From an optimization exercise on the open Yosys and OpenROAD flow, aimed at small area, a short achievable clock period and few clock cycles per item; shortcuts taken in it are not production practice. The RTL was checked by simulation tests, not by an equivalence proof against the original design. Power and IR drop assume default switching activity.

## mips_core
module mips_core #(
	parameter int dmem_depth = 64
) (
	input  logic                  clk,
	input  logic                  rst,
	output logic [xlen-1:0]       pc,
	input  logic [xlen-1:0]       instr,
	output logic                  wb_en,
	output logic [reg_addr_w-1:0] wb_addr,
	output logic [xlen-1:0]       wb_data
);
clock: 5.5 ns
lec_check: 0
cap_margin: 20
core_margin: 2
core_utilization: 35
cts_cluster_diameter: 100
cts_cluster_size: 25
place_density: 0.5
setup_slack_margin: 2.8
slew_margin: 20
synth_hierarchical: 1
standard.sh (not shown) runs the stock make flow with config.mk's settings and CLKGATE_MAP_FILE= SYNTH_SCRIPT=/design/flow/synth_recipe.tcl, a recipe that flattens the netlist after the stock synthesis.
==> flow/flow/run.sh <==
#!/bin/bash
# The standard layout with one extra step between global placement
# (with its resizing) and detailed placement, in flow/tweak.tcl:
#  - the port buffers, which global placement inserts as delay cells, become
#    plain buf_4 cells;
#  - the second level of the register file and data memory read trees
#    (nand4 gates fed by a222oi gates, which drive the trees' long wires)
#    goes from nand4_1 to nand4_2.
# Detailed placement then legalizes as usual. Each step logs to its own file.
set -euo pipefail
here=$(pwd)
res=$here/orfs/results/$FLOW_PLATFORM/mips_core/base
bash standard.sh "$res/3_4_place_resized.odb" > "$here/flow_to_resized.log" 2>&1
openroad -no_init -exit -log "$here/flow_tweak.log" "$here/flow/tweak.tcl" > "$here/flow_tweak.out" 2>&1
bash standard.sh finish > "$here/flow_finish.log" 2>&1
==> flow/flow/tweak.tcl <==
set plat $::env(FLOW_HOME)/platforms/$::env(FLOW_PLATFORM)
set res [pwd]/orfs/results/$::env(FLOW_PLATFORM)/mips_core/base
read_lef $plat/lef/sky130_fd_sc_hd.tlef
read_lef $plat/lef/sky130_fd_sc_hd_merged.lef
read_liberty $plat/lib/sky130_fd_sc_hd__tt_025C_1v80.lib
read_db $res/3_4_place_resized.odb
set db [ord::get_db]
set block [ord::get_db_block]

# port buffers: delay cells to buf_4
set buf [$db findMaster sky130_fd_sc_hd__buf_4]
set n 0
foreach bt [$block getBTerms] {
	set net [$bt getNet]
	if {$net eq "NULL"} { continue }
	foreach it [$net getITerms] {
		set inst [$it getInst]
		set m [[$inst getMaster] getName]
		if {[regexp {^sky130_fd_sc_hd__(clkdlybuf4s|dlygate4sd)} $m]} {
			$inst swapMaster $buf
			incr n
		}
	}
}
puts "port buffers swapped: $n"

# read tree second level: nand4_1 fed by a222oi_1 to nand4_2
set nand4 [$db findMaster sky130_fd_sc_hd__nand4_2]
set n 0
foreach inst [$block getInsts] {
	if {[[$inst getMaster] getName] ne "sky130_fd_sc_hd__nand4_1"} { continue }
	set fed 0
	foreach it [$inst getITerms] {
		if {![$it isInputSignal]} { continue }
		set net [$it getNet]
		if {$net eq "NULL"} { continue }
		foreach o [$net getITerms] {
			if {[$o isOutputSignal] && [[[$o getInst] getMaster] getName] eq "sky130_fd_sc_hd__a222oi_1"} {
				set fed 1
			}
		}
	}
	if {$fed} {
		$inst swapMaster $nand4
		incr n
	}
}
puts "tree nand4 upsized: $n"
write_db $res/3_4_place_resized.odb
Testbench counts at the start, summed over its fixed seeds: cycles 11,637, instructions 11,354.
Rerun with:
--- a/flow/flow/run.sh
+++ b/flow/flow/run.sh
@@ -4,4 +4,5 @@
 #  - the port buffers, which global placement inserts as delay cells, become
 #    plain buf_4 cells;
+#  - flip-flops driving output port buffers go from drive 1 to 2;
 #  - the second level of the register file and data memory read trees
 #    (nand4 gates fed by a222oi gates, which drive the trees' long wires)
@@ -13,3 +14,6 @@
 bash standard.sh "$res/3_4_place_resized.odb" > "$here/flow_to_resized.log" 2>&1
 openroad -no_init -exit -log "$here/flow_tweak.log" "$here/flow/tweak.tcl" > "$here/flow_tweak.out" 2>&1
+# clock tree: the standard arguments and settings, plus one static
+# (root) layer, which shortens the insertion delay
+export CTS_ARGS="-sink_clustering_enable -repair_clock_nets -sink_clustering_size 25 -sink_clustering_max_diameter 100 -buf_list {sky130_fd_sc_hd__clkbuf_8 sky130_fd_sc_hd__clkbuf_16} -num_static_layers 1"
 bash standard.sh finish > "$here/flow_finish.log" 2>&1
--- a/flow/flow/tweak.tcl
+++ b/flow/flow/tweak.tcl
@@ -25,4 +25,30 @@
 puts "port buffers swapped: $n"
 
+# flip-flops that drive an output port buffer: drive strength 1 to 2
+set n 0
+foreach bt [$block getBTerms] {
+	if {[$bt getIoType] ne "OUTPUT"} { continue }
+	set net [$bt getNet]
+	if {$net eq "NULL"} { continue }
+	foreach it [$net getITerms] {
+		set obuf [$it getInst]
+		foreach bi [$obuf getITerms] {
+			if {![$bi isInputSignal]} { continue }
+			set bnet [$bi getNet]
+			if {$bnet eq "NULL"} { continue }
+			foreach d [$bnet getITerms] {
+				if {![$d isOutputSignal]} { continue }
+				set ff [$d getInst]
+				set m [[$ff getMaster] getName]
+				if {[regexp {^(sky130_fd_sc_hd__df[a-z]+)_1$} $m -> base]} {
+					$ff swapMaster [$db findMaster ${base}_2]
+					incr n
+				}
+			}
+		}
+	}
+}
+puts "output flip-flops upsized: $n"
+
 # read tree second level: nand4_1 fed by a222oi_1 to nand4_2
 set nand4 [$db findMaster sky130_fd_sc_hd__nand4_2]
CTS_BUF_LIST = sky130_fd_sc_hd__clkbuf_8 sky130_fd_sc_hd__clkbuf_16   (was not set)
SETUP_SLACK_MARGIN = 2.9   (was 2.8)
Effect:
- wire length climbs by 2.2%
- power stays flat
- hold slack got worse by 0.061 ns
Rerun with:
==> flow/flow/run.sh (replaced) <==
#!/bin/bash
# The standard layout with two extra steps. After the floorplan, in
# flow/tweak_fp.tcl: a21oi, a22oi and nor2b gates that synthesis maps at
# drive 2 or 4 (single-gate modules) go to drive 1, timing repair upsizes
# where needed. Then one step between global placement
# (with its resizing) and detailed placement, in flow/tweak.tcl:
#  - the port buffers, which global placement inserts as delay cells, become
#    plain buf_4 cells;
#  - flip-flops driving output port buffers go from drive 1 to 2;
#  - the second level of the register file and data memory read trees
#    (nand4 gates fed by a222oi gates, which drive the trees' long wires)
#    goes from nand4_1 to nand4_2.
# Detailed placement then legalizes as usual. Each step logs to its own file.
set -euo pipefail
here=$(pwd)
res=$here/orfs/results/$FLOW_PLATFORM/mips_core/base
bash standard.sh "$res/2_floorplan.odb" > "$here/flow_to_floorplan.log" 2>&1
openroad -no_init -exit -log "$here/flow_tweak_fp.log" "$here/flow/tweak_fp.tcl" > "$here/flow_tweak_fp.out" 2>&1
bash standard.sh "$res/3_4_place_resized.odb" > "$here/flow_to_resized.log" 2>&1
openroad -no_init -exit -log "$here/flow_tweak.log" "$here/flow/tweak.tcl" > "$here/flow_tweak.out" 2>&1
bash standard.sh finish > "$here/flow_finish.log" 2>&1
==> flow/flow/tweak_fp.tcl (new file) <==
set plat $::env(FLOW_HOME)/platforms/$::env(FLOW_PLATFORM)
set res [pwd]/orfs/results/$::env(FLOW_PLATFORM)/mips_core/base
read_lef $plat/lef/sky130_fd_sc_hd.tlef
read_lef $plat/lef/sky130_fd_sc_hd_merged.lef
read_liberty $plat/lib/sky130_fd_sc_hd__tt_025C_1v80.lib
read_db $res/2_floorplan.odb
set db [ord::get_db]
# gates that synthesis maps one by one (each its own module) at more than
# the smallest drive: back to drive 1; timing repair upsizes where needed
set n 0
foreach inst [[ord::get_db_block] getInsts] {
	set m [[$inst getMaster] getName]
	if {[regexp {^sky130_fd_sc_hd__(a21oi|a22oi|nor2b)_[24]$} $m -> base]} {
		$inst swapMaster [$db findMaster sky130_fd_sc_hd__${base}_1]
		incr n
	}
}
puts "gates downsized: $n"
write_db $res/2_floorplan.odb
SETUP_SLACK_MARGIN = 2.8   (was 2.9)
Maximum frequency went down by 4.7%.
Final area went down by 2.1%.
Via count went up by 0.77%.
Power went down by 1.2%.
Die area is unchanged.
Sequential power is about the same.
Area after synthesis does not change.
Non-clock buffer count went down by 62.
Rerun with:
==> flow/flow/run.sh (replaced) <==
#!/bin/bash
# The standard layout with one extra step between global placement
# (with its resizing) and detailed placement, in flow/tweak.tcl:
#  - the port buffers, which global placement inserts as delay cells, become
#    plain buf_4 cells;
#  - flip-flops driving output port buffers go from drive 1 to 2;
#  - the second level of the register file and data memory read trees
#    (nand4 gates fed by a222oi gates, which drive the trees' long wires)
#    goes from nand4_1 to nand4_2.
# Detailed placement then legalizes as usual. Each step logs to its own file.
set -euo pipefail
here=$(pwd)
res=$here/orfs/results/$FLOW_PLATFORM/mips_core/base
bash standard.sh "$res/3_4_place_resized.odb" > "$here/flow_to_resized.log" 2>&1
openroad -no_init -exit -log "$here/flow_tweak.log" "$here/flow/tweak.tcl" > "$here/flow_tweak.out" 2>&1
bash standard.sh finish > "$here/flow_finish.log" 2>&1
removed: flow/flow/tweak_fp.tcl
Effect:
- total power rose by 0.70%
- count of clock-buffer cells in the layout rose by 4
- wire length fell by 3.1%

* * *

run D:
mips_core again, from the RTL that the note above started with.
export LEC_CHECK = 0
export CAP_MARGIN = 20
export CORE_MARGIN = 2
export CORE_UTILIZATION = 40
export CTS_CLUSTER_DIAMETER = 100
export CTS_CLUSTER_SIZE = 25
export PLACE_DENSITY = 0.6
export SETUP_SLACK_MARGIN = 2.8
export SLEW_MARGIN = 20
export SYNTH_HIERARCHICAL = 1
create_clock -name core_clock -period 5.5 [get_ports {clk}]
==> flow/flow/run.sh <==
#!/bin/bash
# The standard layout with one extra step between global placement
# (with its resizing) and detailed placement, in flow/tweak.tcl:
#  - the port buffers, which global placement inserts as delay cells, become
#    plain buf_4 cells;
#  - the second level of the register file and data memory read trees
#    (nand4 gates fed by a222oi gates, which drive the trees' long wires)
#    goes from nand4_1 to nand4_2.
# Detailed placement then legalizes as usual. Each step logs to its own file.
set -euo pipefail
here=$(pwd)
res=$here/orfs/results/$FLOW_PLATFORM/mips_core/base
bash standard.sh "$res/3_4_place_resized.odb" > "$here/flow_to_resized.log" 2>&1
openroad -no_init -exit -log "$here/flow_tweak.log" "$here/flow/tweak.tcl" > "$here/flow_tweak.out" 2>&1
bash standard.sh finish > "$here/flow_finish.log" 2>&1
==> flow/flow/tweak.tcl <==
set plat $::env(FLOW_HOME)/platforms/$::env(FLOW_PLATFORM)
set res [pwd]/orfs/results/$::env(FLOW_PLATFORM)/mips_core/base
read_lef $plat/lef/sky130_fd_sc_hd.tlef
read_lef $plat/lef/sky130_fd_sc_hd_merged.lef
read_liberty $plat/lib/sky130_fd_sc_hd__tt_025C_1v80.lib
read_db $res/3_4_place_resized.odb
set db [ord::get_db]
set block [ord::get_db_block]

# port buffers: delay cells to buf_4
set buf [$db findMaster sky130_fd_sc_hd__buf_4]
set n 0
foreach bt [$block getBTerms] {
	set net [$bt getNet]
	if {$net eq "NULL"} { continue }
	foreach it [$net getITerms] {
		set inst [$it getInst]
		set m [[$inst getMaster] getName]
		if {[regexp {^sky130_fd_sc_hd__(clkdlybuf4s|dlygate4sd)} $m]} {
			$inst swapMaster $buf
			incr n
		}
	}
}
puts "port buffers swapped: $n"

# read tree second level: nand4_1 fed by a222oi_1 to nand4_2
set nand4 [$db findMaster sky130_fd_sc_hd__nand4_2]
set n 0
foreach inst [$block getInsts] {
	if {[[$inst getMaster] getName] ne "sky130_fd_sc_hd__nand4_1"} { continue }
	set fed 0
	foreach it [$inst getITerms] {
		if {![$it isInputSignal]} { continue }
		set net [$it getNet]
		if {$net eq "NULL"} { continue }
		foreach o [$net getITerms] {
			if {[$o isOutputSignal] && [[[$o getInst] getMaster] getName] eq "sky130_fd_sc_hd__a222oi_1"} {
				set fed 1
			}
		}
	}
	if {$fed} {
		$inst swapMaster $nand4
		incr n
	}
}
puts "tree nand4 upsized: $n"
write_db $res/3_4_place_resized.odb
Testbench counts of run D, summed over its fixed seeds: cycles 11,637, instructions 11,354.
What run B does differently from run D at the input level:
# run D
export LEC_CHECK = 0
export CAP_MARGIN = 20
export CORE_MARGIN = 2
export CORE_UTILIZATION = 40
export CTS_CLUSTER_DIAMETER = 100
export CTS_CLUSTER_SIZE = 25
export PLACE_DENSITY = 0.6
export SETUP_SLACK_MARGIN = 2.8
export SLEW_MARGIN = 20
export SYNTH_HIERARCHICAL = 1
create_clock -name core_clock -period 5.5 [get_ports {clk}]
# run B
export LEC_CHECK = 0
export CAP_MARGIN = 20
export CORE_MARGIN = 2
export CORE_UTILIZATION = 35
export CTS_BUF_LIST = sky130_fd_sc_hd__clkbuf_8 sky130_fd_sc_hd__clkbuf_16
export CTS_CLUSTER_DIAMETER = 100
export CTS_CLUSTER_SIZE = 25
export PLACE_DENSITY = 0.5
export SETUP_SLACK_MARGIN = 2.9
export SLEW_MARGIN = 20
export SYNTH_HIERARCHICAL = 1
create_clock -name core_clock -period 5.5 [get_ports {clk}]
diff --git a/flow/flow/run.sh b/flow/flow/run.sh
--- a/flow/flow/run.sh
+++ b/flow/flow/run.sh
@@ -4,4 +4,5 @@
 #  - the port buffers, which global placement inserts as delay cells, become
 #    plain buf_4 cells;
+#  - flip-flops driving output port buffers go from drive 1 to 2;
 #  - the second level of the register file and data memory read trees
 #    (nand4 gates fed by a222oi gates, which drive the trees' long wires)
diff --git a/flow/flow/tweak.tcl b/flow/flow/tweak.tcl
--- a/flow/flow/tweak.tcl
+++ b/flow/flow/tweak.tcl
@@ -25,4 +25,30 @@
 puts "port buffers swapped: $n"
 
+# flip-flops that drive an output port buffer: drive strength 1 to 2
+set n 0
+foreach bt [$block getBTerms] {
+	if {[$bt getIoType] ne "OUTPUT"} { continue }
+	set net [$bt getNet]
+	if {$net eq "NULL"} { continue }
+	foreach it [$net getITerms] {
+		set obuf [$it getInst]
+		foreach bi [$obuf getITerms] {
+			if {![$bi isInputSignal]} { continue }
+			set bnet [$bi getNet]
+			if {$bnet eq "NULL"} { continue }
+			foreach d [$bnet getITerms] {
+				if {![$d isOutputSignal]} { continue }
+				set ff [$d getInst]
+				set m [[$ff getMaster] getName]
+				if {[regexp {^(sky130_fd_sc_hd__df[a-z]+)_1$} $m -> base]} {
+					$ff swapMaster [$db findMaster ${base}_2]
+					incr n
+				}
+			}
+		}
+	}
+}
+puts "output flip-flops upsized: $n"
+
 # read tree second level: nand4_1 fed by a222oi_1 to nand4_2
 set nand4 [$db findMaster sky130_fd_sc_hd__nand4_2]
[summary]
- Summary of the comparison: worst max-slew margin expressed relative to the limit is lower in run B, relative to run D.
- Cmp run D and run B / clock insertion delay at the later pin of the skew report / higher: run B
- Between run D and run B, the difference in clock-pin slew on the worst setup and hold paths is negligible.
- Delta (run B minus run D): post-detailed-routing wire length shows an increase of about 8%; combinational share of power higher; total stage count of the critical path went down.
- [run B vs run D] setup slack: higher in run B

port drivers added, routing unchanged:
How much do the figures lean on ideal ports? The routed layouts below were timed once more, with nothing changed but the port constraints. Step 1 (the two cells are an assumption about what drives the block):
set clk [get_ports {clk}]
set_driving_cell -lib_cell sky130_fd_sc_hd__clkbuf_16 $clk
set_driving_cell -lib_cell sky130_fd_sc_hd__buf_2 [delete_from_list [all_inputs] $clk]
Step 2, shift: input delay + t, output delay - t, t = (earliest + latest rising clock arrival at the registers) / 2. This alone moves slack from input paths to output paths. Slacks: no drivers / after step 1 / after step 2; pairs: no drivers / after step 1.
run	shift t [ns]	setup slack, ns	worst register clock-pin slew, ns	worst data-port slew with drivers (ns)
the first run of note 1	0.999	2.708 / 2.708 / 2.708	0.11 / 0.11	0.05
the second run of note 1	1.026	2.815 / 2.724 / 2.815	0.11 / 0.11	0.05
the third run of note 1	1.008	2.681 / 2.681 / 2.681	0.11 / 0.11	0.22
the fourth run of note 1	1.006	2.778 / 2.778 / 2.772	0.11 / 0.11	0.05
run D	0.988	2.701 / 2.701 / 2.701	0.11 / 0.11	0.26
run B	1.038	2.812 / 2.706 / 2.812	0.11 / 0.11	0.05
After both steps every run listed still meets setup and hold. The setup slack of the fourth run of note 1, which loses most, moves by 0.000 ns with the drivers and by -0.006 ns with both steps.
